This design comes from an exercise in tuning for small area, a short achievable clock period and few clock cycles on the open sky130 flow, not from production work. Function was checked by simulation only, so behaviour that the tests miss may differ from the original.

==> 11-16 <==
## systolic_array_tile
module systolic_array_tile #(
    parameter int unsigned ROWS   = 4,
    parameter int unsigned COLS   = 4,
    parameter int unsigned DATA_W = 8,
    parameter int unsigned ACC_W  = 32,
    parameter int unsigned MAX_K  = 256,
    parameter int unsigned K_W    = $clog2(MAX_K + 1),
    localparam int unsigned ROW_W = (ROWS > 1) ? $clog2(ROWS) : 1
) (
    input  logic                    clk_i,
    input  logic                    rst_ni,
    input  logic                    start_i,
    input  logic [K_W-1:0]          k_len_i,
    output logic                    busy_o,
    input  logic                    op_valid_i,
    output logic                    op_ready_o,
    input  logic [ROWS*DATA_W-1:0]  a_i,
    input  logic [COLS*DATA_W-1:0]  b_i,
    output logic                    c_valid_o,
    input  logic                    c_ready_i,
    output logic [COLS*ACC_W-1:0]   c_o,
    output logic [ROW_W-1:0]        c_row_o,
    output logic                    c_last_o,
    output logic                    done_o
);
Settings: LEC_CHECK=0, CAP_MARGIN=20, CORE_MARGIN=2, CORE_UTILIZATION=60, SETUP_SLACK_MARGIN=3.0, SLEW_MARGIN=20, SYNTH_HIERARCHICAL=1; clock period 6.5 ns.
run.sh (not shown) runs the stock make flow with config.mk's settings and CLKGATE_MAP_FILE= SYNTH_SCRIPT=/design/flow/synth_recipe.tcl, a recipe that flattens the netlist after the stock synthesis.
==> 11-02 (differences from 11-16) <==
--- a/flow/design.v
+++ b/flow/design.v
@@ -31,12 +31,13 @@
     logic               r_c_last;
     logic               r_done;
     logic               r_pend;      
     logic               r_pend2;     
     logic [K_W-1:0]     r_cnt;       
     logic [ROW_W-1:0]   r_row;
+    logic [ROWS-1:0]    r_sel;       
     logic w_start, w_accept, w_last_beat, w_take_row;
     assign w_start     = !r_busy && start_i;
     assign w_accept    = r_op_ready && op_valid_i;
     assign w_last_beat = w_accept && (r_cnt == K_W'(1));
     assign w_take_row  = r_c_valid && c_ready_i;
     always_ff @(posedge clk_i or negedge rst_ni) begin
@@ -47,12 +48,13 @@
             r_c_last   <= 1'b0;
             r_done     <= 1'b0;
             r_pend     <= 1'b0;
             r_pend2    <= 1'b0;
             r_cnt      <= '0;
             r_row      <= '0;
+            r_sel      <= '0;
         end else begin
             r_done <= 1'b0;
             r_pend  <= (w_start && (k_len_i == '0)) || w_last_beat;
             r_pend2 <= r_pend;
             if (w_start) begin
                 r_busy     <= 1'b1;
@@ -60,19 +62,24 @@
                 r_op_ready <= (k_len_i != '0);
             end
             if (w_accept) begin
                 r_cnt <= r_cnt - 1'b1;
                 if (w_last_beat) r_op_ready <= 1'b0;
             end
+            if (r_pend) begin
+                r_sel     <= ROWS'(1);
+            end
             if (r_pend2) begin
                 r_c_valid <= 1'b1;
                 r_c_last  <= (LAST_ROW == '0);
                 r_row     <= '0;
+                r_sel     <= ROWS'(2);
             end
             if (w_take_row) begin
                 r_row    <= r_row + 1'b1;
+                r_sel    <= r_sel << 1;     
                 r_c_last <= (r_row == LAST_ROW - 1'b1);
                 if (r_row == LAST_ROW) begin
                     r_c_valid <= 1'b0;
                     r_c_last  <= 1'b0;
                     r_busy    <= 1'b0;
                     r_done    <= 1'b1;
@@ -94,16 +101,22 @@
         for (genvar m = 0; m < 4; m++) begin : g_dig
             assign w_bo[m] = w_bx[2*m+1] ^ w_bx[2*m];
             assign w_bt[m] = (w_bx[2*m+2] & ~w_bx[2*m+1] & ~w_bx[2*m])
                            | (~w_bx[2*m+2] & w_bx[2*m+1] & w_bx[2*m]);
             assign w_bn[m] = w_bx[2*m+2];
         end
-        always_ff @(posedge clk_i) begin
-            r_bo[c] <= w_accept ? w_bo : '0;
-            r_bt[c] <= w_accept ? w_bt : '0;
-            r_bn[c] <= w_accept ? w_bn : '0;
+        always_ff @(posedge clk_i or negedge rst_ni) begin
+            if (!rst_ni) begin
+                r_bo[c] <= '0;
+                r_bt[c] <= '0;
+                r_bn[c] <= '0;
+            end else begin
+                r_bo[c] <= w_accept ? w_bo : '0;
+                r_bt[c] <= w_accept ? w_bt : '0;
+                r_bn[c] <= w_accept ? w_bn : '0;
+            end
         end
     end
     localparam int unsigned NB = 4;      
     logic [RES_W-1:0] w_vn  [ROWS][COLS];
     logic [NB-1:0]    w_cyn [ROWS][COLS];
     for (genvar r = 0; r < ROWS; r++) begin : g_row
@@ -118,83 +131,42 @@
                 .bn     (r_bn[c]),
                 .vn     (w_vn[r][c]),
                 .cyn    (w_cyn[r][c])
             );
         end
     end
+    logic             w_load;
+    logic [RES_W-1:0] r_c [COLS];
+    assign w_load = r_pend2 || w_take_row;
     for (genvar c = 0; c < COLS; c++) begin : g_out
-        logic [ROWS*RES_W-1:0] w_vn_col;
-        logic [ROWS*NB-1:0]    w_cyn_col;
-        logic [RES_W-1:0]      w_c;
-        for (genvar r = 0; r < ROWS; r++) begin : g_r
-            assign w_vn_col[r*RES_W +: RES_W] = w_vn[r][c];
-            assign w_cyn_col[r*NB +: NB]      = w_cyn[r][c];
-        end
-        sa_out u_out (
-            .clk_i  (clk_i),
-            .rst_ni (rst_ni),
-            .pend   (r_pend),
-            .pend2  (r_pend2),
-            .take   (w_take_row),
-            .vn     (w_vn_col),
-            .cyn    (w_cyn_col),
-            .c      (w_c)
-        );
-        assign c_o[c*ACC_W +: ACC_W] = {{(ACC_W-RES_W){w_c[RES_W-1]}}, w_c};
+        logic [RES_W-1:0] w_vsel;
+        logic [RES_W-1:0] w_csel;
+        always_comb begin
+            w_vsel = '0;
+            w_csel = '0;
+            for (int r = 0; r < ROWS; r++) begin
+                if (r_sel[r]) begin
+                    w_vsel = w_vsel | ~w_vn[r][c];
+                    for (int i = 0; i < NB; i++) begin
+                        w_csel[4*(i+1)] = w_csel[4*(i+1)] | !w_cyn[r][c][i];
+                    end
+                end
+            end
+        end
+        always_ff @(posedge clk_i) begin
+            if (w_load) r_c[c] <= w_vsel + w_csel;
+        end
+        assign c_o[c*ACC_W +: ACC_W] = {{(ACC_W-RES_W){r_c[c][RES_W-1]}}, r_c[c]};
     end
     assign busy_o     = r_busy;
     assign op_ready_o = r_op_ready;
     assign c_valid_o  = r_c_valid;
     assign c_row_o    = r_row;
     assign c_last_o   = r_c_last;
     assign done_o     = r_done;
 endmodule
-module sa_out #(
-    parameter int unsigned ROWS  = 4,
-    parameter int unsigned RES_W = 24,
-    parameter int unsigned NB    = 4
-) (
-    input  logic                   clk_i,
-    input  logic                   rst_ni,
-    input  logic                   pend,     
-    input  logic                   pend2,    
-    input  logic                   take,     
-    input  logic [ROWS*RES_W-1:0]  vn,       
-    input  logic [ROWS*NB-1:0]     cyn,      
-    output logic [RES_W-1:0]       c
-);
-    logic [ROWS-1:0]  r_sel;    
-    logic [RES_W-1:0] r_c;
-    logic [RES_W-1:0] w_vsel;
-    logic [NB-1:0]    w_csel;
-    logic [RES_W-1:0] w_cy;
-    always_ff @(posedge clk_i or negedge rst_ni) begin
-        if (!rst_ni) begin
-            r_sel <= '0;
-        end else if (pend) begin
-            r_sel <= ROWS'(1);
-        end else if (pend2 || take) begin
-            r_sel <= r_sel << 1;
-        end
-    end
-    always_comb begin
-        w_vsel = '0;
-        w_csel = '0;
-        for (int r = 0; r < ROWS; r++) begin
-            if (r_sel[r]) begin
-                w_vsel = w_vsel | ~vn[r*RES_W +: RES_W];
-                w_csel = w_csel | ~cyn[r*NB +: NB];
-            end
-        end
-    end
-    assign w_cy = {1'b0, 1'b0, 1'b0, 1'b0, 1'b0, 1'b0, 1'b0, w_csel[3], 1'b0, 1'b0, 1'b0, w_csel[2], 1'b0, 1'b0, 1'b0, w_csel[1], 1'b0, 1'b0, 1'b0, w_csel[0], 1'b0, 1'b0, 1'b0, 1'b0};    
-    always_ff @(posedge clk_i) begin
-        if (pend2 || take) r_c <= w_vsel + w_cy;
-    end
-    assign c = r_c;
-endmodule
 module sa_mac (
     input  logic        clk_i,
     input  logic        rst_ni,
     input  logic        start,    
     input  logic [7:0]  a,
     input  logic [3:0]  bo,       
Settings changed: CORE_UTILIZATION 60 to 40.
==> run notes <==
xor/xnor share of the synthesized area=12.8%; dpl ws=2.22 ns; Finished Core Util=70.2%; first-pass GRT wire length=285,000 um; multi-input logic portion of the cell area=60.2%; Hold Crit Start=r_busy; met2 Track Usage GR=55.5%; seq_cells=674; most frequent cells in the layout=xnor2_1 (620), inv_1 (580), ha_1 (513), fa_1 (501), dfxtp_1 (466); outcome=no timing/DRC/antenna violations; CTS resizes=202; maximum fanout along the worst path=6; Core ar.=0.100 mm^2; ys async rst share=7.42%
(the above is from 11-16)
==> run notes <==
outcome=no timing/DRC/antenna violations; Core ar.=0.150 mm^2; dpl ws=2.08 ns; number of max-cap violations=0; Hold Crit Start=r_pend; first-pass GRT wire length=296,000 um; xor/xnor share of the synthesized area=12.9%; multi-input logic portion of the cell area=59.9%; met2 Track Usage GR=38.8%; seq_cells=662; Finished Core Util=47.2%; ys async rst share=13.0%; maximum fanout along the worst path=8; most frequent cells in the layout=xnor2_1 (620), inv_1 (572), ha_1 (513), fa_1 (470), dfxtp_1 (454)
(the above is from 11-02)
Testbench counts of 11-16, summed over its fixed seeds: cycles 10,800.
Testbench counts of 11-02, summed over its fixed seeds: cycles 10,800.

[static timing again, ports no longer ideal]
The results above use ideal ports. As a check the final layouts listed here were re-extracted and re-timed, cells and wires unchanged.
Step 1 assumes that a clkbuf_16 drives the clock port and a buf_2 every other input.
Step 2 times the ports against the registers' clock, not the clock port: input delays grow and output delays shrink by t, the midpoint of the rising clock arrivals with the driver on.
Slacks: no drivers / after step 1 / after step 2; pairs: no drivers / after step 1.
run	shift t [ns]	setup slack, ns	worst setup path after step 2	latest minus earliest clock arrival (ns)	worst register clock-pin slew, ns
11-16	0.752	2.951 / 2.951 / 2.426	input to register	0.025 / 0.025	0.07 / 0.07
11-02	0.796	2.893 / 2.893 / 2.405	input to register	0.050 / 0.049	0.07 / 0.07
After both steps setup and hold are still met in every run listed. For 11-16, which loses most, drivers alone change the setup slack by 0.000 ns; drivers and shift together by -0.525 ns.
